From an optimization exercise on the open Yosys and OpenROAD flow, aimed at small area, a short achievable clock period and few clock cycles per item; shortcuts taken in it are not production practice. Function was checked by simulation only, so behaviour that the tests miss may differ from the original. Power figures rest on the tool's default switching activity, not on a simulated workload.

==> flow/design.v (outline; a module is shown in full before it is edited, if it fits) <==
// module fp_mul_pipe: 2484 lines
// module fp_fa: 4 lines
// module fp_ha: 4 lines
module fp_mul_pipe
#(
  parameter int EXP_W = 8,
  parameter int MAN_W = 23,
  localparam int W = 1 + EXP_W + MAN_W
) (
  input  logic         clk,
  input  logic         reset,
  input  logic         in_valid,
  output logic         in_ready,
  input  logic         rnd_mode,
  input  logic [W-1:0] a,
  input  logic [W-1:0] b,
  output logic         out_valid,
  input  logic         out_ready,
  output logic [W-1:0] c,
  output logic         ovf,
  output logic         unf,
  output logic         inv
);
  // ...
==> flow/flow/run.sh <==
#!/bin/bash
# Layout flow: the standard ORFS flow (standard.sh, unchanged synthesis),
# with port buffers of a plain small buffer cell instead of the default
# choice, and timing repair allowed to change cell footprints.
set -euo pipefail
bash standard.sh \
  MATCH_CELL_FOOTPRINT=0 \
  BUFFER_PORTS_ARGS="-buffer_cell sky130_fd_sc_hd__buf_2" \
  finish > standard.log 2>&1
==> flow/standard.sh <==
#!/bin/bash
# synth_recipe.tcl (not shown) runs the flow's synth.tcl, then flattens the netlist and writes it again
# the make line also repeats each setting of config.mk as NAME=value (left out here)
make -C /OpenROAD-flow-scripts/flow DESIGN_CONFIG=/design/flow/config.mk WORK_HOME=/design/flow/orfs CLKGATE_MAP_FILE= SYNTH_SCRIPT=/design/flow/synth_recipe.tcl "${@:-finish}"
==> flow/config.mk <==
export PLATFORM = sky130hd
export DESIGN_NAME = fp_mul_pipe
export DESIGN_NICKNAME = fp_mul_pipe
export VERILOG_FILES = /design/flow/design.v
export SDC_FILE = /design/flow/constraint.sdc
export NUM_CORES = 4
export LEC_CHECK = 0
export ABC_AREA = 1
export CAP_MARGIN = 20
export CORE_MARGIN = 2
export CORE_UTILIZATION = 40
export CTS_BUF_LIST = sky130_fd_sc_hd__clkbuf_8 sky130_fd_sc_hd__clkbuf_16
export SETUP_SLACK_MARGIN = 4.0
export SLEW_MARGIN = 20
export SYNTH_HIERARCHICAL = 1
export SYNTH_MINIMUM_KEEP_SIZE = 0
==> flow/constraint.sdc <==
create_clock -name core_clock -period 8.5 [get_ports {clk}]
set_input_delay 1.7000 -clock core_clock [delete_from_list [all_inputs] [get_ports {clk}]]
set_output_delay 1.7000 -clock core_clock [all_outputs]
set_load 0.01 [all_outputs]
==> reports/results.ini, run 1 <==
[status]
status = finished clean

[clock_tree]
clk_latency_ns = 0.50
cts_hold_buf = 0
cts_resized = 0
cts_buffer_depth = 2
cts_tree = yes
cts.sinks = 191

[cells_and_area]
finish.utilization_pct = 44.4
biggestCellCategory = multi-input gates
seq_cells = 191
reg.largest.list = c_q (32), amn (23), bm (11)
multi_input_area_share_pct = 61.3
stdcell_area_mm2 = 0.0228
nNonClkBuffers = 164
final_cells = 2772

[critical_path]
crit_end = r1_28_1
r2r_setup_slack_ns = 4.16
r2r-end = r1_28_1
cp_data_arrival_time_ns = 4.58
reg2reg_from = amn[15]

[route]
drtAntennaViolNets = 0
drc = 0
wl_um = 56400

[power]
p_clk_share_pct = 8.6
ir_worst_vdd_v = 0.000243
seqPwrFrac_pct = 19.5
pg_clk_mw = 0.829
comb_power_share_pct = 71.9

[synth]
avgSynthCellArea_um2 = 10.3
synth_xor_area_share_pct = 13.4
synth.top_cells.by_area = edfxtp_1 27%, fa_1 25%, xor2_1 12%
synth-edff-count = 188
yosys-top-cells-count = 285 x xor2_1, 265 x fa_1, 243 x o22ai_1, 226 x nand2_1, 188 x edfxtp_1

[global_routing]
grt_use_total_pct = 21.2
use_met2_pct = 33.9
grt_max_degree = 151
busiest_layer = met2

[timing]
final-setup-viol-count = 0

Testbench counts, summed over its fixed seeds: cycles 16,024, items 16,000.
==> run 2, diff against run 1 <==
--- a/flow/config.mk
+++ b/flow/config.mk
@@ -10,7 +10,7 @@
 export CORE_MARGIN = 2
 export CORE_UTILIZATION = 40
 export CTS_BUF_LIST = sky130_fd_sc_hd__clkbuf_8 sky130_fd_sc_hd__clkbuf_16
-export SETUP_SLACK_MARGIN = 4.0
+export SETUP_SLACK_MARGIN = 4.2
 export SLEW_MARGIN = 20
 export SYNTH_HIERARCHICAL = 1
 export SYNTH_MINIMUM_KEEP_SIZE = 0
==> run 2 against run 1 <==
Against the previous run: still clean; flip-flop and latch count unchanged; cell count grew 0.43%; core utilization increased by 0.33 points; global-route usage up 0.24 points; die area did not move; critical path type unchanged.
==> reports/results.ini, run 2 <==
[status]
status = finished clean  ; unchanged

[synth]
yosys-top-cells-count = 285 x xor2_1, 265 x fa_1, 243 x o22ai_1, 226 x nand2_1, 188 x edfxtp_1  ; unchanged
netlist.area_leader.share_pct = 27.1  ; unchanged
synth-async-reset-ratio_pct = 0  ; unchanged
synth-edff-count = 188  ; unchanged
synth_seq_cells = 191  ; unchanged
post-synth-top-count-cell = xor2_1  ; unchanged
yosysUniqueCellTypes = 54  ; unchanged
synth.top_cells.by_area = edfxtp_1 27%, fa_1 25%, xor2_1 12%  ; unchanged
avgSynthCellArea_um2 = 10.3  ; unchanged
ys_seq_area_share_pct = 27.4  ; unchanged
netlist_area_mm2 = 0.0209  ; unchanged
synth_warnings = 7  ; unchanged
synth-main-ff-cell = edfxtp_1  ; unchanged
syn_inst = 2026  ; unchanged
yosys.area.top_type = edfxtp_1  ; unchanged

[placement]
dp_slack_ns = 3.94  ; unchanged
port_buffers = 105  ; unchanged
hpwl_um = 38400  ; unchanged
placed_area_mm2 = 0.0220  ; unchanged
dp.cells = 2724  ; unchanged
gp_congestion = 0.855  ; unchanged

[timing]
slew_headroom_pct = 20.0  ; was 20.9%
worst_pin_slew_ns = 1.20  ; was 1.19 ns
hold_viol = 0  ; unchanged
slew_viol_final = 0  ; unchanged
timing.hold.ws_ns = 0.414  ; about the same
final-setup-viol-count = 0  ; unchanged
setup_ws_ns = 4.24  ; was 4.16 ns
fin_tns_setup_ns = 0  ; unchanged
fmaxAchievable_mhz = 235  ; was 230 MHz
min_period_over_period_pct = 50.1  ; was 51.1%
min_period_ns = 4.26  ; was 4.34 ns
fin_skew_ns = 0.0257  ; was 0.0247 ns
rsz0062_at_grt = false  ; unchanged

[clock_tree]
cts.sinks = 191  ; unchanged
htree_levels = 4  ; unchanged
clk_latency_ns = 0.50  ; about the same
clk_pin_slew_ns = 0.08  ; about the same
cts_buffer_depth = 2  ; unchanged
cts_buffers = 17  ; unchanged
cts_tree = yes  ; unchanged
cts-root-buf = clkbuf_16  ; unchanged

[global_routing]
grt_use_total_pct = 21.5  ; was 21.2%
grt_max_degree = 151  ; unchanged
grt_pass1_vias = 16200  ; was 16100
grt_pass1_wl_um = 89500  ; was 88700 um
grt_overflow = 0  ; unchanged
antenna_found_initial = 2  ; unchanged

[floorplan]
fp-row-count = 83  ; unchanged
die_w_um = 232  ; unchanged
die-area_mm2 = 0.0540  ; unchanged
core-area_mm2 = 0.0514  ; unchanged
die_h_um = 232  ; unchanged
io_pins = 106  ; unchanged
start_util_pct = 40.6  ; unchanged

[critical_path]
critPathMaxStageDelay_ns = 1.15  ; was 1.14 ns
cp-end-kind = register  ; unchanged
worstSetupStartpointType = register  ; unchanged
ff2ff_path_depth = 7  ; unchanged
cp_top_family = adder cells  ; unchanged
cp_slowest_cell = edfxtp_1  ; unchanged
worst_ep_required_time_ns = 8.74  ; about the same
crit_cells = 7  ; unchanged
cp_cell_sequence = o22ai_1 -> xor2_1 -> fa_1 -> fa_1 -> fa_1 -> fa_1 -> fa_1  ; unchanged
cp_data_arrival_time_ns = 4.49  ; was 4.58 ns
critPathMaxFanout = 24  ; was 23
worstSetupPathType = reg2reg  ; unchanged
cp_common_cell = fa_1  ; unchanged
cp_num_buf_inv = 0  ; unchanged

[route]
routed-wl-met2_um = 26500  ; was 26300 um
drtAntennaViolNets = 0  ; unchanged
wl_um = 57200  ; was 56400 um
top_layer_used = met5  ; unchanged
met3WireLength_um = 4940  ; was 4540 um
wl_met1_um = 23700  ; was 23800 um
firstDrtPassIters = 7  ; was 5
dr_total_vias = 15700  ; was 15600
drc = 0  ; unchanged
wl_per_cell_um = 20.5  ; was 20.3 um
drt_iter0_drc = 1330  ; was 1216
viasPerCell = 5.62  ; about the same

[cells_and_area]
largest_register = c_q  ; unchanged
area_growth_pct = 10.1  ; was 9.33%
finish.utilization_pct = 44.7  ; was 44.4%
diodes = 0  ; unchanged
stdcell_area_mm2 = 0.0230  ; was 0.0228 mm^2
nNetsFinal = 2536  ; was 2524
layout-drive-gt1-share_pct = 13.1  ; was 12.3%
reg.largest.list = c_q (32), amn (23), bm (11)  ; unchanged
final_cell_mix = 285 x xor2_1, 265 x fa_1, 243 x o22ai_1  ; unchanged
final_common_cell = xor2_1  ; unchanged
final_cells = 2784  ; was 2772
largest_reg_flops = 32  ; unchanged

[power]
ir_worst_vdd_v = 0.000240  ; was 0.000243 V
internal_power_mw = 5.02  ; was 4.98 mW
p_clk_share_pct = 8.6  ; about the same
power.total_mw = 9.68  ; was 9.60 mW
leakage_nw = 9.81  ; was 9.74 nW
seqPwrFrac_pct = 19.3  ; was 19.5%
switchingPower_mw = 4.66  ; was 4.62 mW
power.density_mw_per_mm2 = 422  ; was 421 mW/mm^2
comb_power_share_pct = 72.1  ; was 71.9%
swShare_pct = 48.1  ; about the same

[worst_hold_path]
hold_path.class = reg2reg  ; unchanged
min_path_cells = 0  ; unchanged

[run]
maxCapViolations = 0  ; unchanged

run 2: cell types whose count changed in the layout (fill, tap and decap cells not counted):
cell,delta
ha_1,-1
nand2_2,+1
nor2_1,-1
ha_4,+1
buf_4,+6
nor2_4,+1
buf_6,+6
nand2_8,+2
nand2_4,-1
a21oi_2,+2
nand2_1,-2
a21oi_1,-2
run 2: layout make-up:
cell class                 instances  area [um^2]
inverter                         173          653
multi-input combinational       1532        14000
clock inverter                    15          179
sequential                       191         5710
tap                              680          851
fill                            4801        28400
timing repair buffer             176         1120
clock buffer                      17          425
run 2: cells by family (layout without fill, tap and decap cells):
group	Yosys count	after routing	share of synthesized area, %
AO/OA/AOI/OAI	364	364	10.9
buffers and inverters	314	381	5.92
adder cells (fa/ha/maj)	376	376	32.1
AND/OR/NAND/NOR	458	458	10.2
multiplexers	2	2	0.108
XOR/XNOR	319	319	13.4
flip-flops	191	191	27.4
other	2	13	0.0360
run 2: routing by layer:
metal	track usage (%)	vias up
met5	0	-
met4	9.01	4
met3	4.64	174
met2	34.3	804
met1	28.2	7641
li1	-	7036
run 2: per-module statistics from Yosys (local to each module, per instance):
module	flip-flops and latches	cells inside	times used	cell area, um^2
fp_fa	0	1	264	20.0
fp_mul_pipe	191	1683	1	14600
fp_ha	0	1	79	12.5
run 2: path summary, 6_finish.rpt:
kind              slack (ns)  startpoint       to
hold reg to reg         0.41       e0[1]    e1[1]
hold / removal          0.41       e0[1]    e1[1]
setup reg to reg        4.24        bo8n  r1_28_1
setup / recovery        4.24        bo8n  r1_28_1
run 2: worst register-to-register path, stage by stage (launching register included):
cell and delay (ns):
edfxtp_1 1.15, o22ai_1 0.22, xor2_1 0.22, fa_1 0.52, fa_1 0.47, fa_1 0.42, fa_1 0.60, fa_1 0.42
run 2: power groups by stage:
stage	Combinational, mW	Clock [mW]	Sequential [mW]
floorplan	5.00	0	1.89
global placement	6.63	0	1.89
detailed placement	6.80	0	1.90
CTS	6.86	0.858	1.87
global route	7.99	0.889	1.90
finish	6.99	0.830	1.87
run 2: timing repair:
action | 4_1_cts | 5_1_grt
setup buffers | 8 | 19
pin swaps | 0 | 3
resized for setup | 0 | 15
cloned | 0 | 1
hold buffers | 0 | 0
endpoints found under the setup margin | 31 | 47
==> run 3, diff against run 2 <==
--- a/flow/config.mk
+++ b/flow/config.mk
@@ -10,7 +10,7 @@
 export CORE_MARGIN = 2
 export CORE_UTILIZATION = 40
 export CTS_BUF_LIST = sky130_fd_sc_hd__clkbuf_8 sky130_fd_sc_hd__clkbuf_16
-export SETUP_SLACK_MARGIN = 4.2
+export SETUP_SLACK_MARGIN = 4.4
 export SLEW_MARGIN = 20
 export SYNTH_HIERARCHICAL = 1
 export SYNTH_MINIMUM_KEEP_SIZE = 0
==> run 3 against run 2 <==
Against the previous run: still clean on timing, DRC and antenna; combinational power rose by 3.0%; via count up 0.30%; sequential share of layout area is 0.34 points lower; cell area grew 1.4%; count of clock-buffer cells in the layout unchanged; critical path type is now in2out; largest cell class unchanged; highest routed layer unchanged.
==> reports/results.ini, run 3 <==
[placement]
gp_congestion = 0.855  ; unchanged
hpwl_um = 38400  ; unchanged
dp_slack_ns = 3.94  ; unchanged
dp.cells = 2724  ; unchanged
port_buffers = 105  ; unchanged

[route]
viasPerCell = 5.59  ; was 5.62
wl_um = 58100  ; was 57200 um
wl_per_cell_um = 20.7  ; was 20.5 um
drc = 0  ; unchanged
drt_iter0_drc = 1406  ; was 1330
firstDrtPassIters = 5  ; was 7
dr_total_vias = 15700  ; about the same
drtAntennaViolNets = 0  ; unchanged

[synth]
synth.top_cells.by_area = edfxtp_1 27%, fa_1 25%, xor2_1 12%  ; unchanged
synth_seq_cells = 191  ; unchanged
synth-async-reset-ratio_pct = 0  ; unchanged
netlist_area_mm2 = 0.0209  ; unchanged
avgSynthCellArea_um2 = 10.3  ; unchanged
synth-main-ff-cell = edfxtp_1  ; unchanged
synth_warnings = 7  ; unchanged
post-synth-top-count-cell = xor2_1  ; unchanged
syn_inst = 2026  ; unchanged
yosys.area.top_type = edfxtp_1  ; unchanged
yosys-top-cells-count = 285 x xor2_1, 265 x fa_1, 243 x o22ai_1, 226 x nand2_1, 188 x edfxtp_1  ; unchanged
synth-edff-count = 188  ; unchanged
ys_seq_area_share_pct = 27.4  ; unchanged
yosysUniqueCellTypes = 54  ; unchanged
netlist.area_leader.share_pct = 27.1  ; unchanged

[cells_and_area]
final_cell_mix = 285 x xor2_1, 265 x fa_1, 243 x o22ai_1  ; unchanged
nNetsFinal = 2561  ; was 2536
largest_register = c_q  ; unchanged
reg.largest.list = c_q (32), amn (23), bm (11)  ; unchanged
layout-drive-gt1-share_pct = 14.8  ; was 13.1%
fillCellCount = 4770  ; was 4801
final_common_cell = xor2_1  ; unchanged
area_growth_pct = 11.7  ; was 10.1%
largest_reg_flops = 32  ; unchanged
final_cells = 2809  ; was 2784
diodes = 0  ; unchanged

[power]
seqPwrFrac_pct = 18.8  ; was 19.3%
switchingPower_mw = 4.75  ; was 4.66 mW
leakage_nw = 9.96  ; was 9.81 nW
power.total_mw = 9.90  ; was 9.68 mW
internal_power_mw = 5.15  ; was 5.02 mW
swShare_pct = 48.0  ; was 48.1%
power.density_mw_per_mm2 = 425  ; was 422 mW/mm^2
p_clk_share_pct = 8.4  ; was 8.6%
comb_power_share_pct = 72.8  ; was 72.1%
ir_worst_vdd_v = 0.000246  ; was 0.000240 V

[timing]
setup_ws_ns = 4.44  ; was 4.24 ns
hold_viol = 0  ; unchanged
slew_viol_final = 0  ; unchanged
fmaxAchievable_mhz = 246  ; was 235 MHz
fin_tns_setup_ns = 0  ; unchanged
rsz0062_at_grt = true  ; was false
fin_skew_ns = 0.0252  ; was 0.0257 ns
slew_headroom_pct = 34.7  ; was 20.0%
timing.hold.ws_ns = 0.414  ; about the same
final-setup-viol-count = 0  ; unchanged
worst_pin_slew_ns = 0.979  ; was 1.20 ns
min_period_over_period_pct = 47.8  ; was 50.1%
min_period_ns = 4.06  ; was 4.26 ns

[floorplan]
die_h_um = 232  ; unchanged
die_w_um = 232  ; unchanged
io_pins = 106  ; unchanged
die-area_mm2 = 0.0540  ; unchanged
start_util_pct = 40.6  ; unchanged
core-area_mm2 = 0.0514  ; unchanged
fp-row-count = 83  ; unchanged

[critical_path]
worst_ep_required_time_ns = 6.80  ; was 8.74 ns
ff2ff_path_depth = 9  ; was 7
critPathMaxFanout = 2  ; was 24
cp-end-kind = output pin  ; was register
cp_data_arrival_time_ns = 2.36  ; was 4.49 ns
startpoint = out_ready  ; was bo8n
reg2reg_from = amn[2]  ; was bo8n
r2r-end = r1_lc  ; was r1_28_1
r2r_setup_slack_ns = 4.51  ; was 4.24 ns
worstSetupStartpointType = input pin  ; was register
worstSetupPathType = in2out  ; was reg2reg

[clock_tree]
cts.sinks = 191  ; unchanged
cts_buffer_depth = 2  ; unchanged
cts_tree = yes  ; unchanged
clk_latency_ns = 0.50  ; about the same
clk_pin_slew_ns = 0.08  ; about the same
cts_hold_buf = 0  ; unchanged
htree_levels = 4  ; unchanged
cts_buffers = 17  ; unchanged
cts-root-buf = clkbuf_16  ; unchanged

[run]
maxCapViolations = 0  ; unchanged

[worst_hold_path]
hold_path.class = reg2reg  ; unchanged
hold_end = e1[1]  ; unchanged
min_path_cells = 0  ; unchanged
min_from = e0[1]  ; unchanged

[global_routing]
antenna_found_initial = 2  ; unchanged
grt_use_total_pct = 21.9  ; was 21.5%
grt_max_degree = 151  ; unchanged
grt_pass1_vias = 16300  ; was 16200
grt_overflow = 0  ; unchanged
grt_pass1_wl_um = 90700  ; was 89500 um

[status]
status = finished clean  ; unchanged

run 3: power by group through the flow:
stage          combinational [mW]  clock (mW)  sequential [mW]
2_1_floorplan                5.00           0             1.89
3_3_place_gp                 6.63           0             1.89
3_5_place_dp                 6.80           0             1.90
4_1_cts                      6.90       0.858             1.86
5_1_grt                      8.22       0.889             1.89
6_report                     7.20       0.829             1.86
run 3: per-stage QoR:
| stage | instance area, um^2 | utilization, % |
|---|---|---|
| floorplan | 20900 | - |
| global placement | 22000 | 42.9 |
| detailed placement | 22000 | 42.9 |
| CTS | 22900 | 44.5 |
| global route | 23300 | 45.3 |
| finish | 23300 | 45.3 |
run 3: layout make-up:
cell class	instances	area (um^2)	area share [%]
inverter	173	653	2.80
tap	680	851	3.65
multi-input combinational	1533	14100	60.7
sequential	191	5710	24.5
clock inverter	15	179	0.768
timing repair buffer	200	1340	5.75
clock buffer	17	425	1.83
run 3: worst max path at each step:
stage,end,slack (ns),cells past startpoint
global placement,c_q[31],3.91,19
detailed placement,c_q[4],3.94,21
global route,r1_lc,4.38,10
CTS,in_ready,4.38,4
finish,in_ready,4.44,4
floorplan,in_ready,2.84,2
run 3: worst max-delay path: stages:
cell and delay (ns):
buf_6 0.09, nor2_4 0.12, clkinvlp_4 0.25, buf_6 0.20
run 3: what timing repair did:
| item | 4_1_cts | 5_1_grt |
|---|---|---|
| pin swaps | 2 | 16 |
| gates resized for setup | 3 | 31 |
| endpoints found under the setup margin | 52 | 49 |
| gates cloned | 0 | 2 |
| buffers inserted | 21 | 30 |
run 3: metal layers:
layer  wire, um  vias to the layer above  part of all wire (%)  GRT usage, %
li1           -                     7088                     -             -
met1      24000                     7688                    41          28.2
met2      27200                      766                    47          35.0
met3       4940                      162                   8.5          5.05
met4       1990                        2                   3.4          9.78
met5         13                        -                 0.022             0
run 3: logic make-up (layout without fill, tap and decap cells):
kind of cell	count (synthesis)	in the layout	share of synthesized area [%]
buffers and inverters	314	405	5.92
other	2	13	0.0360
xor gates and xnor gates	319	319	13.4
muxes	2	2	0.108
adders and majority gates	376	376	32.1
and+or+nand+nor	458	459	10.2
AOI/OAI and AO/OA	364	364	10.9
DFF	191	191	27.4
run 3: Yosys stat by module, one instance, submodules excluded:
module,cell area [um^2],cells inside
fp_fa,20.0,1
fp_ha,12.5,1
fp_mul_pipe,14600,1683
==> run 4, diff against run 3 <==
--- a/flow/config.mk
+++ b/flow/config.mk
@@ -8,9 +8,9 @@
 export ABC_AREA = 1
 export CAP_MARGIN = 20
 export CORE_MARGIN = 2
-export CORE_UTILIZATION = 40
+export CORE_UTILIZATION = 50
 export CTS_BUF_LIST = sky130_fd_sc_hd__clkbuf_8 sky130_fd_sc_hd__clkbuf_16
-export SETUP_SLACK_MARGIN = 4.4
+export SETUP_SLACK_MARGIN = 4.6
 export SLEW_MARGIN = 20
 export SYNTH_HIERARCHICAL = 1
 export SYNTH_MINIMUM_KEEP_SIZE = 0
==> run 4 against run 3 <==
Against the previous run: cell area rose by 4.1%; die area fell by 20%; synthesized area did not move; routed wire length rose by 3.6%; combinational power rose by 12%; clock power fell by 1%; core utilization rose by 14 points; global-route usage rose by 5.8 points; hold slack improved by 0.0049 ns; critical path depth rose by 1.
==> reports/results.ini, run 4 <==
[power]
comb_power_share_pct = 75.1  ; was 72.8%
power.density_mw_per_mm2 = 441  ; was 425 mW/mm^2
internal_power_mw = 5.59  ; was 5.15 mW
p_clk_share_pct = 7.7  ; was 8.4%
swShare_pct = 47.8  ; was 48.0%
power.total_mw = 10.7  ; was 9.90 mW
leakage_nw = 10.4  ; was 9.96 nW
seqPwrFrac_pct = 17.2  ; was 18.8%
ir_worst_vdd_v = 0.000310  ; was 0.000246 V
switchingPower_mw = 5.11  ; was 4.75 mW

[synth]
avgSynthCellArea_um2 = 10.3  ; unchanged
synth.top_cells.by_area = edfxtp_1 27%, fa_1 25%, xor2_1 12%  ; unchanged
synth_seq_cells = 191  ; unchanged
yosysUniqueCellTypes = 54  ; unchanged
yosys-top-cells-count = 285 x xor2_1, 265 x fa_1, 243 x o22ai_1, 226 x nand2_1, 188 x edfxtp_1  ; unchanged
synth-main-ff-cell = edfxtp_1  ; unchanged
yosys.area.top_type = edfxtp_1  ; unchanged
netlist.area_leader.share_pct = 27.1  ; unchanged
synth-edff-count = 188  ; unchanged
post-synth-top-count-cell = xor2_1  ; unchanged
syn_inst = 2026  ; unchanged
netlist_area_mm2 = 0.0209  ; unchanged
ys_seq_area_share_pct = 27.4  ; unchanged
synth-async-reset-ratio_pct = 0  ; unchanged
synth_warnings = 7  ; unchanged

[route]
wl_per_cell_um = 22.2  ; was 20.7 um
viasPerCell = 5.95  ; was 5.59
wl_um = 60200  ; was 58100 um
drtAntennaViolNets = 0  ; unchanged
drt_iter0_drc = 1637  ; was 1406
firstDrtPassIters = 5  ; unchanged
dr_total_vias = 16200  ; was 15700
drc = 0  ; unchanged

[clock_tree]
clk_latency_ns = 0.47  ; was 0.50 ns
cts.sinks = 191  ; unchanged
cts-root-buf = clkbuf_16  ; unchanged
cts_hold_buf = 0  ; unchanged
cts_buffer_depth = 2  ; unchanged
clk_pin_slew_ns = 0.07  ; was 0.08 ns
cts_tree = yes  ; unchanged
htree_levels = 4  ; unchanged
cts_buffers = 17  ; unchanged

[global_routing]
grtUsageMet3_pct = 7.11  ; was 5.05%
grt_pass1_wl_um = 92700  ; was 90700 um
grt_pass1_vias = 16600  ; was 16300
grt_overflow = 0  ; unchanged
grt_use_total_pct = 27.7  ; was 21.9%
grt.met1_usage_pct = 38.9  ; was 28.2%
grt_max_degree = 70  ; was 151
antenna_found_initial = 0  ; was 2
use_met2_pct = 41.5  ; was 35.0%
busiest_layer = met2  ; unchanged

[cells_and_area]
layout-drive-gt1-share_pct = 19.9  ; was 14.8%
largest_reg_flops = 32  ; unchanged
diodes = 0  ; unchanged
nNetsFinal = 2616  ; was 2561
final_cell_mix = 281 x xor2_1, 245 x fa_1, 232 x o22ai_1  ; was 285 x xor2_1, 265 x fa_1, 243 x o22ai_1
finish.utilization_pct = 59.1  ; was 45.3%
stdcell_area_mm2 = 0.0243  ; was 0.0233 mm^2
reg.largest.list = c_q (32), amn (23), bm (11)  ; unchanged
largest_register = c_q  ; unchanged
final_cells = 2716  ; was 2809
fillCellCount = 3411  ; was 4770
area_growth_pct = 16.3  ; was 11.7%
final_common_cell = xor2_1  ; unchanged

[timing]
hold_viol = 0  ; unchanged
slew_viol_final = 0  ; unchanged
timing.hold.ws_ns = 0.419  ; was 0.414 ns
setup_ws_ns = 4.51  ; was 4.44 ns
final-setup-viol-count = 0  ; unchanged
fin_skew_ns = 0.0211  ; was 0.0252 ns
worst_pin_slew_ns = 1.02  ; was 0.979 ns
min_period_over_period_pct = 47.0  ; was 47.8%
min_period_ns = 3.99  ; was 4.06 ns
slew_headroom_pct = 31.8  ; was 34.7%
fmaxAchievable_mhz = 251  ; was 246 MHz
rsz0062_at_grt = true  ; unchanged
fin_tns_setup_ns = 0  ; unchanged

[floorplan]
die_h_um = 208  ; was 232 um
die_w_um = 208  ; was 232 um
core-area_mm2 = 0.0410  ; was 0.0514 mm^2
io_pins = 106  ; unchanged
start_util_pct = 50.8  ; was 40.6%
fp-row-count = 74  ; was 83
die-area_mm2 = 0.0434  ; was 0.0540 mm^2

[critical_path]
r2r-end = r1_23_1  ; was r1_lc
cp_data_arrival_time_ns = 2.29  ; was 2.36 ns
reg2reg_from = bo3n  ; was amn[2]
critPathMaxFanout = 2  ; unchanged
r2r_setup_slack_ns = 4.59  ; was 4.51 ns
worst_ep_required_time_ns = 6.80  ; about the same
worstSetupStartpointType = input pin  ; unchanged
cp-end-kind = output pin  ; unchanged
ff2ff_path_depth = 10  ; was 9
worstSetupPathType = in2out  ; unchanged

[status]
status = finished clean  ; unchanged

[placement]
placed_area_mm2 = 0.0219  ; was 0.0220 mm^2
hpwl_um = 39200  ; was 38400 um
dp_slack_ns = 3.88  ; was 3.94 ns
dp.cells = 2579  ; was 2724
port_buffers = 105  ; unchanged
gp_congestion = 0.904  ; was 0.855

[worst_hold_path]
min_from = e0[3]  ; was e0[1]
min_path_cells = 0  ; unchanged
hold_end = e1[3]  ; was e1[1]
hold_path.class = reg2reg  ; unchanged

[run]
maxCapViolations = 0  ; unchanged

[run 4: cell counts after synthesis]
Identical to the previous run, type by type.
[run 4: timing repair]
item	in CTS	in global routing
pin swaps	11	60
gates resized for setup	35	108
buffers inserted	52	41
setup endpoints to repair	72	53
hold endpoints to repair	0	0
gates cloned	3	9
[run 4: logic make-up after synthesis]
logic type                 Yosys count  synth area share [%]
AOI/OAI and AO/OA                  364                  10.9
xor gates and xnor gates           319                  13.4
adders and majority gates          376                  32.1
buffers and inverters              314                  5.92
DFF                                191                  27.4
muxes                                2                 0.108
other                                2                0.0360
and+or+nand+nor                    458                  10.2
[run 4: worst max-delay path, cell delays in order]
cell        delay [ns]
buf_6             0.09
nor2_4            0.11
clkinvlp_4        0.11
clkbuf_16         0.15
buf_8             0.13
[run 4: modules after synthesis, one instance, submodules excluded]
module | cells | copies in the design | area [um^2]
fp_ha | 1 | 79 | 12.5
fp_fa | 1 | 264 | 20.0
fp_mul_pipe | 1683 | 1 | 14600
[run 4: final cells by class]
class	instances	area (um^2)	area share [%]
tap	532	666	2.74
clock buffer	17	425	1.75
inverter	173	653	2.69
clock inverter	15	174	0.717
multi-input combinational	1535	14500	60.0
timing repair buffer	253	2090	8.60
sequential	191	5710	23.5
[run 4: power by group through the flow]
stage	logic [mW]	registers (mW)	clock network, mW
after floorplan	5.00	1.89	0
after global placement	6.75	1.88	0
after detailed placement	6.90	1.90	0
after CTS	7.20	1.84	0.841
after global routing	9.06	1.88	0.869
final	8.04	1.84	0.820
[run 4: routing by layer]
metal | up-vias | part of all wire (%)
met5 | - | 0
met4 | 0 | 2.8
met3 | 123 | 10
met2 | 818 | 44
met1 | 8035 | 43
li1 | 7191 | -
[run 4: how the worst max path moves through the flow]
stage | end | start | slack [ns]
floorplan | in_ready | out_ready | 2.84
global placement | c_q[31] | r1_18_0 | 3.81
detailed placement | in_ready | out_ready | 3.88
CTS | in_ready | out_ready | 4.48
global route | c_q[21] | r1_16_1 | 4.39
finish | in_ready | out_ready | 4.51
==> run 5, diff against run 4 <==
--- a/flow/flow/run.sh
+++ b/flow/flow/run.sh
@@ -5,5 +5,6 @@
 set -euo pipefail
 bash standard.sh \
   MATCH_CELL_FOOTPRINT=0 \
+  REMOVE_ABC_BUFFERS=1 \
   BUFFER_PORTS_ARGS="-buffer_cell sky130_fd_sc_hd__buf_2" \
   finish > standard.log 2>&1
--- a/flow/config.mk
+++ b/flow/config.mk
@@ -8,7 +8,7 @@
 export ABC_AREA = 1
 export CAP_MARGIN = 20
 export CORE_MARGIN = 2
-export CORE_UTILIZATION = 50
+export CORE_UTILIZATION = 40
 export CTS_BUF_LIST = sky130_fd_sc_hd__clkbuf_8 sky130_fd_sc_hd__clkbuf_16
 export SETUP_SLACK_MARGIN = 4.6
 export SLEW_MARGIN = 20
==> run 5 against run 4 <==
Against the previous run: clock power decreased by 2%; core utilization fell by 13 points; critical path type unchanged; flip-flop and latch count stayed put; count of clock-buffer cells in the layout unchanged; combinational power fell by 7.6%; non-clock buffer count shrank 33; synthesized area unchanged.
==> reports/results.ini, run 5 <==
[route]
firstDrtPassIters = 5  ; unchanged
dr_total_vias = 15600  ; was 16200
wl_per_cell_um = 20.4  ; was 22.2 um
viasPerCell = 5.52  ; was 5.95
drtAntennaViolNets = 0  ; unchanged
drc = 0  ; unchanged
drt_iter0_drc = 1273  ; was 1637
wl_um = 57600  ; was 60200 um

[clock_tree]
cts_buffer_depth = 2  ; unchanged
cts_tree = yes  ; unchanged
cts_buffers = 17  ; unchanged
cts_hold_buf = 0  ; unchanged
clk_latency_ns = 0.49  ; was 0.47 ns
cts.sinks = 191  ; unchanged
clk_pin_slew_ns = 0.08  ; was 0.07 ns
cts-root-buf = clkbuf_16  ; unchanged
htree_levels = 4  ; unchanged

[synth]
synthSimpleGateAreaFrac_pct = 10.2  ; unchanged
netlist.area_leader.share_pct = 27.1  ; unchanged
synth_compound_area_share_pct = 10.9  ; unchanged
netlist_area_mm2 = 0.0209  ; unchanged
synth-edff-count = 188  ; unchanged
ys_seq_area_share_pct = 27.4  ; unchanged
yosys-top-cells-count = 285 x xor2_1, 265 x fa_1, 243 x o22ai_1, 226 x nand2_1, 188 x edfxtp_1  ; unchanged
synth-async-reset-ratio_pct = 0  ; unchanged
synth_top_family_by_area = adder cells  ; unchanged
synth_xor_area_share_pct = 13.4  ; unchanged
synth_warnings = 7  ; unchanged
synth-main-ff-cell = edfxtp_1  ; unchanged
synth.top_cells.by_area = edfxtp_1 27%, fa_1 25%, xor2_1 12%  ; unchanged
avgSynthCellArea_um2 = 10.3  ; unchanged
yosysUniqueCellTypes = 54  ; unchanged
synth_seq_cells = 191  ; unchanged
post-synth-top-count-cell = xor2_1  ; unchanged
synth_fa_ha_area_share_pct = 32.1  ; unchanged
yosys.area.top_type = edfxtp_1  ; unchanged
syn_inst = 2026  ; unchanged
synth.area.mux_share_pct = 0.108  ; unchanged

[critical_path]
cp_data_arrival_time_ns = 2.23  ; was 2.29 ns
cp_slowest_cell = bufinv_16  ; was clkbuf_16
worst_ep_required_time_ns = 6.80  ; about the same
ff2ff_path_depth = 10  ; unchanged
worstSetupPathType = in2out  ; unchanged
critPathMaxFanout = 2  ; unchanged
startpoint = out_ready  ; unchanged
crit_cells = 4  ; was 5
worstSetupStartpointType = input pin  ; unchanged
cp_cell_sequence = buf_6 -> nor2_4 -> bufinv_16 -> buf_8  ; was buf_6 -> nor2_4 -> clkinvlp_4 -> clkbuf_16 -> buf_8
cp-end-kind = output pin  ; unchanged
critPathMaxStageDelay_ns = 0.20  ; was 0.15 ns
r2r-end = r1_lc  ; was r1_23_1
cp_num_buf_inv = 3  ; was 4
crit_end = in_ready  ; unchanged
reg2reg_from = amn[12]  ; was bo3n
cp_top_family = buffers and inverters  ; unchanged
r2r_setup_slack_ns = 4.68  ; was 4.59 ns

[timing]
slew_viol_final = 0  ; unchanged
min_period_ns = 3.93  ; was 3.99 ns
fin_tns_setup_ns = 0  ; unchanged
worst_pin_slew_ns = 0.956  ; was 1.02 ns
setup_ws_ns = 4.57  ; was 4.51 ns
hold_viol = 0  ; unchanged
fin_skew_ns = 0.0203  ; was 0.0211 ns
slew_headroom_pct = 36.2  ; was 31.8%
min_period_over_period_pct = 46.2  ; was 47.0%
fmaxAchievable_mhz = 255  ; was 251 MHz
rsz0062_at_grt = true  ; unchanged
final-setup-viol-count = 0  ; unchanged

[cells_and_area]
diodes = 0  ; unchanged
final_cell_mix = 285 x xor2_1, 264 x fa_1, 240 x o22ai_1  ; was 281 x xor2_1, 245 x fa_1, 232 x o22ai_1
reg.largest.list = c_q (32), amn (23), bm (11)  ; unchanged
final_common_cell = xor2_1  ; unchanged
final_cells = 2829  ; was 2716
largest_register = c_q  ; unchanged
layout-drive-gt1-share_pct = 16.9  ; was 19.9%
fillCellCount = 4748  ; was 3411
nNetsFinal = 2583  ; was 2616
area_growth_pct = 13.8  ; was 16.3%
largest_reg_flops = 32  ; unchanged
finish.utilization_pct = 46.2  ; was 59.1%

[placement]
dp_slack_ns = 3.92  ; was 3.88 ns
dp.cells = 2726  ; was 2579
port_buffers = 105  ; unchanged
gp_congestion = 0.875  ; was 0.904
hpwl_um = 37800  ; was 39200 um

[floorplan]
core-area_mm2 = 0.0514  ; was 0.0410 mm^2
fp-row-count = 83  ; was 74
die_h_um = 232  ; was 208 um
die_w_um = 232  ; was 208 um
start_util_pct = 40.6  ; was 50.8%
die-area_mm2 = 0.0540  ; was 0.0434 mm^2
io_pins = 106  ; unchanged

[worst_hold_path]
min_from = e0[8]  ; was e0[3]
hold_path.class = reg2reg  ; unchanged

[power]
ir_worst_vdd_v = 0.000297  ; was 0.000310 V
leakage_nw = 10.1  ; was 10.4 nW
power.density_mw_per_mm2 = 425  ; was 441 mW/mm^2

[status]
status = finished clean  ; unchanged

[global_routing]
grt_overflow = 0  ; unchanged
grt_pass1_wl_um = 90700  ; was 92700 um
grt_use_total_pct = 21.8  ; was 27.7%
grt_max_degree = 67  ; was 70
grt_pass1_vias = 16400  ; was 16600
antenna_found_initial = 0  ; unchanged

[run]
maxCapViolations = 0  ; unchanged

==> run 5: cell counts after synthesis <==
No cell type changed its count.
==> run 5: worst min-delay path by stage <==
stage	to	slack, ns	cells past startpoint
2_1_floorplan	e1[0]	0.40	0
3_3_place_gp	e1[2]	0.40	0
3_5_place_dp	e1[4]	0.41	0
4_1_cts	e1[2]	0.42	0
5_1_grt	e1[8]	0.43	0
6_report	e1[8]	0.42	0
==> run 5: kinds of logic (layout without fill, tap and decap cells) <==
kind of cell,Yosys count,count (layout)
DFF,191,191
adders and majority gates,376,376
muxes,2,2
xor gates and xnor gates,319,319
buffers and inverters,314,425
and+or+nand+nor,458,459
other,2,13
AOI/OAI and AO/OA,364,364
==> run 5: modules after synthesis, one instance, submodules excluded <==
module / copies in the design / cells
fp_fa: 264 / 1
fp_mul_pipe: 1 / 1683
fp_ha: 79 / 1
==> run 5: where the power goes <==
| part | total, mW | leakage, nW | internal (mW) | switching [mW] |
|---|---|---|---|---|
| Combinational | 7.43 | 7.88 | 3.12 | 4.31 |
| Sequential | 1.85 | 1.99 | 1.74 | 0.109 |
| Clock | 0.806 | 0.279 | 0.414 | 0.392 |
==> run 5: through the flow <==
step           hold slack [ns]  cell area, um^2  power, mW
2_1_floorplan            0.400            20300       6.81
3_3_place_gp             0.403            22000       8.56
3_5_place_dp             0.407            22000       8.69
4_1_cts                  0.421            23200       9.77
5_1_grt                  0.426            23700       11.2
6_report                 0.420            23700       10.1
==> run 5: what timing repair did <==
action                     in CTS  in global routing
gates cloned                    3                  1
gates resized for setup        29                 57
setup endpoints to repair      70                 61
buffers inserted               44                 25
pin swaps                      19                 26
==> run 5: worst reg2reg max path: stages (launching register included) <==
cell      delay (ns)
edfxtp_1        0.33
buf_4           0.33
o22ai_1         0.17
xor2_1          0.19
fa_1            0.49
fa_1            0.47
fa_1            0.54
fa_1            0.43
ha_1            0.33
a21oi_1         0.18
o221ai_2        0.12
==> run 5: metal layers <==
metal / share of wire (%) / up-vias / wire length (um) / track usage, %
met1: 41 / 7688 / 23900 / 28.3
met2: 47 / 666 / 27200 / 35.2
met4: 3.6 / 0 / 2100 / 9.13
met3: 7.7 / 153 / 4430 / 4.63
li1: - / 7117 / - / -
met5: 0 / - / 0 / 0
==> run 5: layout make-up <==
cell class                 instances  area (um^2)  share of cell area [%]
clock inverter                    13          154                   0.648
timing repair inverter             2         17.5                  0.0738
multi-input combinational       1533        14300                    60.2
clock buffer                      17          425                    1.79
sequential                       191         5710                    24.0
inverter                         173          676                    2.85
tap                              680          851                    3.58
timing repair buffer             220         1620                    6.81
==> run 6, diff against run 5 <==
--- a/flow/flow/run.sh
+++ b/flow/flow/run.sh
@@ -5,6 +5,5 @@
 set -euo pipefail
 bash standard.sh \
   MATCH_CELL_FOOTPRINT=0 \
-  REMOVE_ABC_BUFFERS=1 \
   BUFFER_PORTS_ARGS="-buffer_cell sky130_fd_sc_hd__buf_2" \
   finish > standard.log 2>&1
==> run 6 against run 5 <==
Against the previous run: non-clock buffer count did not move; synthesized cell count unchanged; routed wire length rose by 1.6%; critical path type unchanged; cell count increased by 0.11%; still clean on timing, DRC and antenna; largest cell class unchanged; global-route usage is 0.067 points lower; setup slack better by 0.037 ns.
==> reports/results.ini, run 6 <==
[clock_tree]
cts_hold_buf = 0  ; unchanged
cts_buffer_depth = 2  ; unchanged
cts_tree = yes  ; unchanged
clk_latency_ns = 0.50  ; was 0.49 ns
clk_pin_slew_ns = 0.08  ; about the same
cts.sinks = 191  ; unchanged
cts_buffers = 17  ; unchanged
htree_levels = 4  ; unchanged
cts-root-buf = clkbuf_16  ; unchanged

[timing]
fin_skew_ns = 0.0285  ; was 0.0203 ns
fmaxAchievable_mhz = 257  ; was 255 MHz
final-setup-viol-count = 0  ; unchanged
worst_pin_slew_ns = 1.33  ; was 0.956 ns
slew_headroom_pct = 11.1  ; was 36.2%
rsz0062_at_grt = true  ; unchanged
slew_viol_final = 0  ; unchanged
min_period_ns = 3.89  ; was 3.93 ns
hold_viol = 0  ; unchanged
min_period_over_period_pct = 45.8  ; was 46.2%
setup_ws_ns = 4.61  ; was 4.57 ns
fin_tns_setup_ns = 0  ; unchanged

[critical_path]
cp-end-kind = output pin  ; unchanged
r2r-end = c_q[28]  ; was r1_lc
cp_num_buf_inv = 3  ; unchanged
cp_slowest_cell = buf_8  ; was bufinv_16
critPathMaxStageDelay_ns = 0.15  ; was 0.20 ns
cp_data_arrival_time_ns = 2.19  ; was 2.23 ns
r2r_setup_slack_ns = 4.66  ; was 4.68 ns
worstSetupStartpointType = input pin  ; unchanged
worstSetupPathType = in2out  ; unchanged
crit_cells = 4  ; unchanged
worst_ep_required_time_ns = 6.80  ; about the same
ff2ff_path_depth = 26  ; was 10
cp_top_family = buffers and inverters  ; unchanged
cp_cell_sequence = buf_6 -> nor2_4 -> clkinvlp_4 -> buf_8  ; was buf_6 -> nor2_4 -> bufinv_16 -> buf_8
reg2reg_from = r1_30_0  ; was amn[12]
critPathMaxFanout = 2  ; unchanged

[cells_and_area]
nNetsFinal = 2584  ; was 2583
final_cell_mix = 284 x xor2_1, 264 x fa_1, 240 x o22ai_1  ; was 285 x xor2_1, 264 x fa_1, 240 x o22ai_1
largest_reg_flops = 32  ; unchanged
layout-drive-gt1-share_pct = 18.4  ; was 16.9%
largest_register = c_q  ; unchanged
reg.largest.list = c_q (32), amn (23), bm (11)  ; unchanged
multi_input_area_mm2 = 0.0145  ; was 0.0143 mm^2
final_cells = 2832  ; was 2829
final_common_cell = xor2_1  ; unchanged
regArea_mm2 = 0.00571  ; unchanged
diodes = 0  ; unchanged
fillCellCount = 4700  ; was 4748
area_growth_pct = 14.9  ; was 13.8%

[route]
drc = 0  ; unchanged
dr_total_vias = 15900  ; was 15600
wl_um = 58600  ; was 57600 um
viasPerCell = 5.61  ; was 5.52
firstDrtPassIters = 5  ; unchanged
drtAntennaViolNets = 0  ; unchanged
drt_iter0_drc = 1289  ; was 1273
wl_per_cell_um = 20.7  ; was 20.4 um

[placement]
gp_congestion = 0.873  ; was 0.875
hpwl_um = 38300  ; was 37800 um
port_buffers = 105  ; unchanged
dp.cells = 2728  ; was 2726
dp_slack_ns = 3.95  ; was 3.92 ns

[synth]
synth-async-reset-ratio_pct = 0  ; unchanged
post-synth-top-count-cell = xor2_1  ; unchanged
synth_seq_cells = 191  ; unchanged
synth.top_cells.by_area = edfxtp_1 27%, fa_1 25%, xor2_1 12%  ; unchanged
syn_inst = 2026  ; unchanged
yosysUniqueCellTypes = 54  ; unchanged
synth_warnings = 7  ; unchanged
yosys-top-cells-count = 285 x xor2_1, 265 x fa_1, 243 x o22ai_1, 226 x nand2_1, 188 x edfxtp_1  ; unchanged
netlist_area_mm2 = 0.0209  ; unchanged
avgSynthCellArea_um2 = 10.3  ; unchanged
yosys.area.top_type = edfxtp_1  ; unchanged
synth-edff-count = 188  ; unchanged
ys_seq_area_share_pct = 27.4  ; unchanged
netlist.area_leader.share_pct = 27.1  ; unchanged
synth-main-ff-cell = edfxtp_1  ; unchanged

[power]
seqPwrFrac_pct = 18.1  ; was 18.3%
power.density_mw_per_mm2 = 426  ; was 425 mW/mm^2
internal_power_mw = 5.34  ; was 5.28 mW
switchingPower_mw = 4.87  ; was 4.81 mW
p_clk_share_pct = 8.1  ; was 8.0%
swShare_pct = 47.7  ; about the same
power.total_mw = 10.2  ; was 10.1 mW
ir_worst_vdd_v = 0.000266  ; was 0.000297 V
comb_power_share_pct = 73.8  ; was 73.7%
leakage_nw = 10.3  ; was 10.1 nW

[global_routing]
grt_overflow = 0  ; unchanged
grt_use_total_pct = 21.7  ; was 21.8%
grt_pass1_wl_um = 90300  ; was 90700 um
grt_max_degree = 69  ; was 67
grt_pass1_vias = 16400  ; about the same
antenna_found_initial = 0  ; unchanged

[run]
maxCapViolations = 0  ; unchanged

[floorplan]
die-area_mm2 = 0.0540  ; unchanged
core-area_mm2 = 0.0514  ; unchanged
fp-row-count = 83  ; unchanged
die_w_um = 232  ; unchanged
io_pins = 106  ; unchanged
die_h_um = 232  ; unchanged
start_util_pct = 40.6  ; unchanged

[worst_hold_path]
min_from = e0[1]  ; was e0[8]
hold_path.class = reg2reg  ; unchanged
min_path_cells = 0  ; unchanged
hold_end = e1[1]  ; was e1[8]

[status]
status = finished clean  ; unchanged

run 6: per-stage QoR:
step                      util [%]  area [um^2]  hold WS, ns
after floorplan                  -        20900        0.400
after global placement        42.9        22000        0.402
after detailed placement      42.9        22100        0.405
after CTS                     45.3        23300        0.414
after global routing          46.6        24000        0.427
final                         46.6        24000        0.412
run 6: worst max-delay path by stage:
stage,startpoint,slack (ns),endpoint
after floorplan,out_ready,2.84,in_ready
after global placement,r1_18_0,3.91,c_q[31]
after detailed placement,r1_18_0,3.95,c_q[4]
after CTS,out_ready,4.58,in_ready
after global routing,r1_16_1,4.40,c_q[30]
final,out_ready,4.61,in_ready
run 6: layout make-up:
class	instances	share of cell area, %
Multi-Input combinational cell	1536	60.4
Sequential cell	191	23.8
Timing Repair Buffer	220	6.98
Tap cell	680	3.55
Inverter	173	2.72
Clock buffer	17	1.77
Clock inverter	15	0.804
run 6: modules after synthesis, one instance, submodules excluded:
module	cells inside	flip-flops and latches
fp_fa	1	0
fp_ha	1	0
fp_mul_pipe	1683	191
run 6: power by group through the flow:
stage / clock (mW) / sequential [mW] / combinational [mW]
global placement: 0 / 1.89 / 6.58
floorplan: 0 / 1.89 / 5.00
global route: 0.893 / 1.87 / 8.57
CTS: 0.859 / 1.85 / 6.97
finish: 0.832 / 1.84 / 7.54
detailed placement: 0 / 1.89 / 6.73
run 6: cell families after synthesis:
group | after synthesis | synth area share (%)
mux | 2 | 0.108
xor+xnor | 319 | 13.4
compound gates | 364 | 10.9
buf+inv | 314 | 5.92
fa+ha+maj | 376 | 32.1
simple gates | 458 | 10.2
flops | 191 | 27.4
other cells | 2 | 0.0360
run 6: repair_timing:
item                                    in CTS  in global routing
buffers inserted                            48                 18
pin swaps                                   11                 70
gates cloned                                 1                  5
endpoints found under the setup margin     136                 68
gates resized for setup                     25                102
run 6: routing by layer:
layer  global-route usage (%)  part of all wire (%)  up-vias
met5                        0                     0        -
met4                     10.9                   4.4        0
met3                     5.39                   9.0      185
met2                     33.9                    46      819
met1                     28.0                    41     7763
li1                         -                     -     7117
==> run 7, diff against run 6 <==
--- a/flow/config.mk
+++ b/flow/config.mk
@@ -9,7 +9,8 @@
 export CAP_MARGIN = 20
 export CORE_MARGIN = 2
 export CORE_UTILIZATION = 40
-export CTS_BUF_LIST = sky130_fd_sc_hd__clkbuf_8 sky130_fd_sc_hd__clkbuf_16
+export CTS_BUF_LIST = sky130_fd_sc_hd__clkbuf_16
+export CTS_CLUSTER_SIZE = 30
 export SETUP_SLACK_MARGIN = 4.6
 export SLEW_MARGIN = 20
 export SYNTH_HIERARCHICAL = 1
==> run 7 against run 6 <==
Against the previous run: still clean; hold slack stayed put; core utilization stayed put; sequential share of layout area stayed put; clock skew stayed put; register-to-register slack hardly changed; largest cell class unchanged; combinational power hardly changed; routed wire length stayed put; critical path depth stayed put; flip-flop and latch count stayed put; cell count stayed put.
==> reports/results.ini, run 7 <==
[timing]
min_period_over_period_pct = 45.8  ; unchanged
slew_headroom_pct = 11.1  ; unchanged
setup_ws_ns = 4.61  ; unchanged
fin_tns_setup_ns = 0  ; unchanged
fin_skew_ns = 0.0285  ; unchanged
min_period_ns = 3.89  ; unchanged
worst_pin_slew_ns = 1.33  ; unchanged
final-setup-viol-count = 0  ; unchanged
hold_viol = 0  ; unchanged
slew_viol_final = 0  ; unchanged
fmaxAchievable_mhz = 257  ; unchanged
rsz0062_at_grt = true  ; unchanged

[clock_tree]
cts_buffers = 17  ; unchanged
cts-root-buf = clkbuf_16  ; unchanged
cts.sinks = 191  ; unchanged
clk_latency_ns = 0.50  ; about the same
cts_buffer_depth = 2  ; unchanged
cts_hold_buf = 0  ; unchanged
cts_tree = yes  ; unchanged
clk_pin_slew_ns = 0.08  ; about the same
htree_levels = 4  ; unchanged

[cells_and_area]
layout-drive-gt1-share_pct = 18.4  ; unchanged
stdcell_area_mm2 = 0.0240  ; unchanged
area_growth_pct = 14.9  ; unchanged
largest_register = c_q  ; unchanged
final_common_cell = xor2_1  ; unchanged
nNetsFinal = 2584  ; unchanged
largest_reg_flops = 32  ; unchanged
final_cell_mix = 284 x xor2_1, 264 x fa_1, 240 x o22ai_1  ; unchanged
final_cells = 2832  ; unchanged
diodes = 0  ; unchanged
reg.largest.list = c_q (32), amn (23), bm (11)  ; unchanged

[worst_hold_path]
min_from = e0[1]  ; unchanged
hold_path.class = reg2reg  ; unchanged
min_path_cells = 0  ; unchanged
hold_end = e1[1]  ; unchanged

[placement]
placed_area_mm2 = 0.0221  ; unchanged
hpwl_um = 38300  ; unchanged
gp_congestion = 0.873  ; unchanged
dp_slack_ns = 3.95  ; unchanged
dp.cells = 2728  ; unchanged
port_buffers = 105  ; unchanged

[floorplan]
die_w_um = 232  ; unchanged
die_h_um = 232  ; unchanged
start_util_pct = 40.6  ; unchanged
fp-row-count = 83  ; unchanged
io_pins = 106  ; unchanged
die-area_mm2 = 0.0540  ; unchanged
core-area_mm2 = 0.0514  ; unchanged

[route]
viasPerCell = 5.61  ; unchanged
firstDrtPassIters = 5  ; unchanged
drtAntennaViolNets = 0  ; unchanged
drc = 0  ; unchanged
wl_um = 58600  ; unchanged
dr_total_vias = 15900  ; unchanged
wl_per_cell_um = 20.7  ; unchanged
drt_iter0_drc = 1289  ; unchanged

[synth]
avgSynthCellArea_um2 = 10.3  ; unchanged
netlist_area_mm2 = 0.0209  ; unchanged
syn_inst = 2026  ; unchanged
post-synth-top-count-cell = xor2_1  ; unchanged
yosys.area.top_type = edfxtp_1  ; unchanged
synth-main-ff-cell = edfxtp_1  ; unchanged
yosysUniqueCellTypes = 54  ; unchanged
ys_seq_area_share_pct = 27.4  ; unchanged
synth_warnings = 7  ; unchanged
synth-edff-count = 188  ; unchanged
synth_seq_cells = 191  ; unchanged
synth-async-reset-ratio_pct = 0  ; unchanged
yosys-top-cells-count = 285 x xor2_1, 265 x fa_1, 243 x o22ai_1, 226 x nand2_1, 188 x edfxtp_1  ; unchanged
netlist.area_leader.share_pct = 27.1  ; unchanged
synth.top_cells.by_area = edfxtp_1 27%, fa_1 25%, xor2_1 12%  ; unchanged

[critical_path]
cp_cell_sequence = buf_6 -> nor2_4 -> clkinvlp_4 -> buf_8  ; unchanged
ff2ff_path_depth = 26  ; unchanged
r2r-end = c_q[28]  ; unchanged
reg2reg_from = r1_30_0  ; unchanged
critPathMaxStageDelay_ns = 0.15  ; about the same
cp_num_buf_inv = 3  ; unchanged
cp_data_arrival_time_ns = 2.19  ; about the same
cp_top_family = buffers and inverters  ; unchanged
cp-end-kind = output pin  ; unchanged
worstSetupStartpointType = input pin  ; unchanged
worstSetupPathType = in2out  ; unchanged
cp_slowest_cell = buf_8  ; unchanged
r2r_setup_slack_ns = 4.66  ; about the same
critPathMaxFanout = 2  ; unchanged
worst_ep_required_time_ns = 6.80  ; about the same

[status]
status = finished clean  ; unchanged

[power]
power.density_mw_per_mm2 = 426  ; unchanged
ir_worst_vdd_v = 0.000266  ; unchanged
leakage_nw = 10.3  ; unchanged

[global_routing]
grt_pass1_wl_um = 90300  ; unchanged
grt_overflow = 0  ; unchanged
grt_max_degree = 69  ; unchanged
grt_pass1_vias = 16400  ; unchanged
grt_use_total_pct = 21.7  ; unchanged
antenna_found_initial = 0  ; unchanged

[run]
maxCapViolations = 0  ; unchanged

## run 7: modules after synthesis, one instance, submodules excluded
module	cells inside	flops+latches	copies in the design
fp_fa	1	0	264
fp_ha	1	0	79
fp_mul_pipe	1683	191	1
## run 7: metrics by stage
step | util [%] | hold WS [ns] | power (mW)
floorplan | - | 0.400 | 6.89
global placement | 42.9 | 0.402 | 8.46
detailed placement | 42.9 | 0.405 | 8.63
CTS | 45.3 | 0.414 | 9.68
global route | 46.6 | 0.427 | 11.3
finish | 46.6 | 0.412 | 10.2
## run 7: worst max path at each step
stage	start	to	cells past startpoint
after global routing	r1_16_1	c_q[30]	28
after global placement	r1_18_0	c_q[31]	19
final	out_ready	in_ready	4
after CTS	out_ready	in_ready	4
after floorplan	out_ready	in_ready	2
after detailed placement	r1_18_0	c_q[4]	21
## run 7: area by class of cell
class / instances / area, um^2
inverter: 173 / 653
clock inverter: 15 / 193
clock buffer: 17 / 425
fill: 4700 / 27400
tap: 680 / 851
multi-input combinational: 1536 / 14500
timing repair buffer: 220 / 1670
sequential: 191 / 5710
## run 7: cell families after synthesis
group	Yosys count	synth area share, %
buffers and inverters	314	5.92
flip-flops	191	27.4
AO/OA/AOI/OAI	364	10.9
AND/OR/NAND/NOR	458	10.2
adder cells (fa/ha/maj)	376	32.1
XOR/XNOR	319	13.4
other	2	0.0360
multiplexers	2	0.108
## run 7: what timing repair did
item | CTS | global route
gates resized for setup | 25 | 102
pin swaps | 11 | 70
setup endpoints to repair | 136 | 68
gates cloned | 1 | 5
hold endpoints to repair | 0 | 0
setup buffers | 48 | 18
## run 7: metal layers
layer | share of wire, % | GRT usage [%] | vias up | wire (um)
met4 | 4.4 | 10.9 | 0 | 2560
met1 | 41 | 28.0 | 7763 | 23900
met3 | 9.0 | 5.39 | 185 | 5260
li1 | - | - | 7117 | -
met2 | 46 | 33.9 | 819 | 26900
met5 | 0 | 0 | - | 0
## run 7: power breakdown
part	leakage [nW]	internal (mW)	switching, mW
Clock	0.300	0.424	0.407
Combinational	7.97	3.18	4.36
Sequential	1.99	1.74	0.104
Total	10.3	5.34	4.87
==> run 8, diff against run 7 <==
--- a/flow/config.mk
+++ b/flow/config.mk
@@ -9,9 +9,8 @@
 export CAP_MARGIN = 20
 export CORE_MARGIN = 2
 export CORE_UTILIZATION = 40
-export CTS_BUF_LIST = sky130_fd_sc_hd__clkbuf_16
-export CTS_CLUSTER_SIZE = 30
-export SETUP_SLACK_MARGIN = 4.6
+export CTS_BUF_LIST = sky130_fd_sc_hd__clkbuf_8 sky130_fd_sc_hd__clkbuf_16
+export SETUP_SLACK_MARGIN = 4.8
 export SLEW_MARGIN = 20
 export SYNTH_HIERARCHICAL = 1
 export SYNTH_MINIMUM_KEEP_SIZE = 0
==> run 8 against run 7 <==
Against the previous run: count of clock-buffer cells in the layout did not move; power up 4.7%; core utilization grew 2.2 points; fmax down 2.9%; sequential share of layout area is 1.1 points lower; synthesized area is the same; cell area is 4.8% higher; setup slack worse by 0.12 ns; clock skew fell by 0.0036 ns; non-clock buffer count is 39 higher; routed wire length is 4.9% higher; largest power group unchanged.
==> reports/results.ini, run 8 <==
[critical_path]
worstSetupStartpointType = input pin  ; unchanged
worstSetupPathType = in2out  ; unchanged
cp_common_cell = buf_6
cp_cell_sequence = buf_6 -> nor2_4 -> clkinvlp_4 -> clkbuf_16 -> buf_6  ; was buf_6 -> nor2_4 -> clkinvlp_4 -> buf_8
critPathMaxStageDelay_ns = 0.17  ; was 0.15 ns
cp_slowest_cell = clkbuf_16  ; was buf_8
cp-end-kind = output pin  ; unchanged
cp_data_arrival_time_ns = 2.31  ; was 2.19 ns
critPathMaxFanout = 2  ; unchanged
worst_ep_required_time_ns = 6.80  ; about the same

[floorplan]
die_h_um = 232  ; unchanged
die_w_um = 232  ; unchanged
io_pins = 106  ; unchanged
fp-row-count = 83  ; unchanged
die-area_mm2 = 0.0540  ; unchanged
start_util_pct = 40.6  ; unchanged
core-area_mm2 = 0.0514  ; unchanged

[timing]
fin_tns_setup_ns = 0  ; unchanged
min_period_ns = 4.01  ; was 3.89 ns
final-setup-viol-count = 0  ; unchanged
rsz0062_at_grt = true  ; unchanged
min_period_over_period_pct = 47.1  ; was 45.8%
worst_pin_slew_ns = 0.883  ; was 1.33 ns
hold_viol = 0  ; unchanged
slew_headroom_pct = 41.1  ; was 11.1%
fmaxAchievable_mhz = 250  ; was 257 MHz
slew_viol_final = 0  ; unchanged
fin_skew_ns = 0.0249  ; was 0.0285 ns

[synth]
avgSynthCellArea_um2 = 10.3  ; unchanged
netlist_area_mm2 = 0.0209  ; unchanged
synth_top_family_by_area = adder cells  ; unchanged
synth_xor_area_share_pct = 13.4  ; unchanged
synth.area.mux_share_pct = 0.108  ; unchanged
synth-async-reset-ratio_pct = 0  ; unchanged
post-synth-top-count-cell = xor2_1  ; unchanged
yosys-top-cells-count = 285 x xor2_1, 265 x fa_1, 243 x o22ai_1, 226 x nand2_1, 188 x edfxtp_1  ; unchanged
synth-main-ff-cell = edfxtp_1  ; unchanged
netlist.area_leader.share_pct = 27.1  ; unchanged
yosysUniqueCellTypes = 54  ; unchanged
synth-edff-count = 188  ; unchanged
synthSimpleGateAreaFrac_pct = 10.2  ; unchanged
synth_seq_cells = 191  ; unchanged
yosys.area.top_type = edfxtp_1  ; unchanged
ys_seq_area_share_pct = 27.4  ; unchanged
synth_fa_ha_area_share_pct = 32.1  ; unchanged
syn_inst = 2026  ; unchanged
synth.top_cells.by_area = edfxtp_1 27%, fa_1 25%, xor2_1 12%  ; unchanged
synth_compound_area_share_pct = 10.9  ; unchanged
synth_warnings = 7  ; unchanged

[clock_tree]
clk_pin_slew_ns = 0.08  ; about the same
htree_levels = 4  ; unchanged
cts.sinks = 191  ; unchanged
cts_buffers = 17  ; unchanged
cts_buffer_depth = 2  ; unchanged
cts_tree = yes  ; unchanged
cts_hold_buf = 0  ; unchanged
clk_latency_ns = 0.48  ; was 0.50 ns
cts-root-buf = clkbuf_16  ; unchanged

[route]
wl_per_cell_um = 21.4  ; was 20.7 um
viasPerCell = 5.72  ; was 5.61
drt_iter0_drc = 1583  ; was 1289
drc = 0  ; unchanged
firstDrtPassIters = 8  ; was 5
wl_um = 61400  ; was 58600 um
dr_total_vias = 16400  ; was 15900
drtAntennaViolNets = 0  ; unchanged

[global_routing]
grt_pass1_wl_um = 95400  ; was 90300 um
grt_pass1_vias = 17000  ; was 16400
grt_use_total_pct = 23.0  ; was 21.7%
grt_max_degree = 96  ; was 69
grt_overflow = 0  ; unchanged
antenna_found_initial = 0  ; unchanged

[placement]
port_buffers = 105  ; unchanged
gp_congestion = 0.879  ; was 0.873
hpwl_um = 37300  ; was 38300 um

[cells_and_area]
finish.utilization_pct = 48.9  ; was 46.6%
diodes = 0  ; unchanged
reg.largest.list = c_q (32), amn (23), bm (11)  ; unchanged
layout-drive-gt1-share_pct = 23.8  ; was 18.4%
nNetsFinal = 2623  ; was 2584
largest_register = c_q  ; unchanged
largest_reg_flops = 32  ; unchanged
final_common_cell = xor2_1  ; unchanged
area_growth_pct = 20.4  ; was 14.9%
final_cell_mix = 281 x xor2_1, 222 x fa_1, 219 x o22ai_1  ; was 284 x xor2_1, 264 x fa_1, 240 x o22ai_1

[status]
status = finished clean  ; unchanged

[power]
leakage_nw = 10.7  ; was 10.3 nW
comb_power_share_pct = 74.5  ; was 73.8%
power.total_mw = 10.7  ; was 10.2 mW
switchingPower_mw = 5.07  ; was 4.87 mW
seqPwrFrac_pct = 17.3  ; was 18.1%
internal_power_mw = 5.63  ; was 5.34 mW
p_clk_share_pct = 8.2  ; was 8.1%
ir_worst_vdd_v = 0.000244  ; was 0.000266 V
power.density_mw_per_mm2 = 426  ; about the same
swShare_pct = 47.4  ; was 47.7%

[run]
maxCapViolations = 0  ; unchanged

[worst_hold_path]
hold_path.class = reg2reg  ; unchanged

## run 8: changes by cell type in the layout (fill, tap and decap cells not counted), moves of 5 or more
cell       change
fa_1          -42
buf_6         +22
nor2_1         -6
buf_12        +10
nor2_2         +5
fa_2          +42
o22ai_1       -21
clkbuf_16      +8
nand2_1        -5
o22ai_2       +18
## run 8: critical path: cells and delay by family
family	cells	cell delay (ns)
buffers and inverters	4	0.49
and+or+nand+nor	1	0.10
## run 8: timing repair
action                     4_1_cts  5_1_grt
setup endpoints to repair       75       64
pin swaps                       68       65
setup buffers                   80       23
gates resized for setup        137      130
gates cloned                    11        3
hold endpoints to repair         0        0
## run 8: routing by layer
| layer | track usage, % | routed length (um) | vias to the layer above |
|---|---|---|---|
| met5 | 0 | 0 | - |
| met4 | 10.7 | 2780 | 0 |
| met3 | 5.71 | 5700 | 221 |
| met2 | 36.3 | 27800 | 912 |
| met1 | 29.8 | 25100 | 8068 |
| li1 | - | - | 7213 |
## run 8: power groups by stage
stage	logic, mW	registers (mW)	clock network (mW)
after floorplan	5.00	1.89	0
after global placement	6.56	1.90	0
after detailed placement	6.71	1.91	0
after CTS	7.48	1.84	0.908
after global routing	9.09	1.88	0.941
final	7.97	1.85	0.877
## run 8: cells by family after synthesis
group	Yosys count
simple gates	458
fa+ha+maj	376
compound gates	364
xor+xnor	319
buf+inv	314
flops	191
other cells	2
mux	2
## run 8: stage by stage
stage / setup slack [ns] / cell area (um^2) / hold slack, ns / cells
final: 4.49 / 25100 / 0.423 / 2871
after global routing: 4.46 / 25100 / 0.441 / 2871
after CTS: 4.47 / 24300 / 0.424 / 2845
after detailed placement: 3.81 / 22000 / 0.405 / 2722
after global placement: 3.81 / 22000 / 0.401 / 2721
after floorplan: 2.84 / 20900 / 0.400 / 2037
## run 8: modules after synthesis, one instance, submodules excluded
| module | cells inside | flip-flops and latches | cell area [um^2] | copies in the design |
|---|---|---|---|---|
| fp_mul_pipe | 1683 | 191 | 14600 | 1 |
| fp_ha | 1 | 0 | 12.5 | 79 |
| fp_fa | 1 | 0 | 20.0 | 264 |
## run 8: final timing paths
| path | end | cells after the start | slack, ns | start |
|---|---|---|---|---|
| min reg2reg | inv1 | 0 | 0.42 | inv0 |
| max | in_ready | 5 | 4.49 | out_ready |
| max reg2reg | c_q[30] | 25 | 4.78 | r1_26_0 |
| min | inv1 | 0 | 0.42 | inv0 |
## run 8: layout make-up
class / count / area (um^2)
fill: 4612 / 26300
multi-input combinational: 1536 / 14900
sequential: 191 / 5710
timing repair buffer: 259 / 2330
tap: 680 / 851
inverter: 173 / 653
clock buffer: 17 / 425
clock inverter: 15 / 231

## port drivers added, routing unchanged
Ports are ideal in the flow. The routed layouts listed here were re-timed in OpenROAD.
Step 1, drivers: a clkbuf_16 drives clk and a buf_2 each remaining input, both assumed.
Step 2, shift: input delay + t, output delay - t, t = (earliest + latest rising clock arrival at the registers) / 2. This alone moves slack from input paths to output paths.
Three values: ideal, step 1, step 2; two values: the first two.
run | t (ns) | setup WS [ns] | latest minus earliest clock arrival (ns) | worst register clock-pin slew, ns | worst data-port slew with drivers (ns)
run 1 | 0.548 | 4.155 / 4.155 / 4.155 | 0.025 / 0.025 | 0.09 / 0.09 | 0.05
run 2 | 0.552 | 4.244 / 4.244 / 4.244 | 0.026 / 0.026 | 0.09 / 0.09 | 0.05
run 3 | 0.551 | 4.438 / 4.406 / 4.406 | 0.026 / 0.026 | 0.09 / 0.09 | 0.05
run 4 | 0.510 | 4.508 / 4.474 / 4.474 | 0.023 / 0.023 | 0.09 / 0.09 | 0.04
run 5 | 0.534 | 4.573 / 4.542 / 4.366 | 0.020 / 0.021 | 0.09 / 0.09 | 0.05
run 6 | 0.542 | 4.610 / 4.577 / 4.463 | 0.029 / 0.028 | 0.09 / 0.09 | 0.04
run 7 | 0.542 | 4.610 / 4.577 / 4.463 | 0.029 / 0.028 | 0.09 / 0.09 | 0.04
run 8 | 0.530 | 4.493 / 4.462 / 4.462 | 0.027 / 0.027 | 0.10 / 0.10 | 0.06
After both steps every run listed still meets setup and hold. For run 5, which loses most, drivers alone change the setup slack by -0.031 ns; drivers and shift together by -0.207 ns.
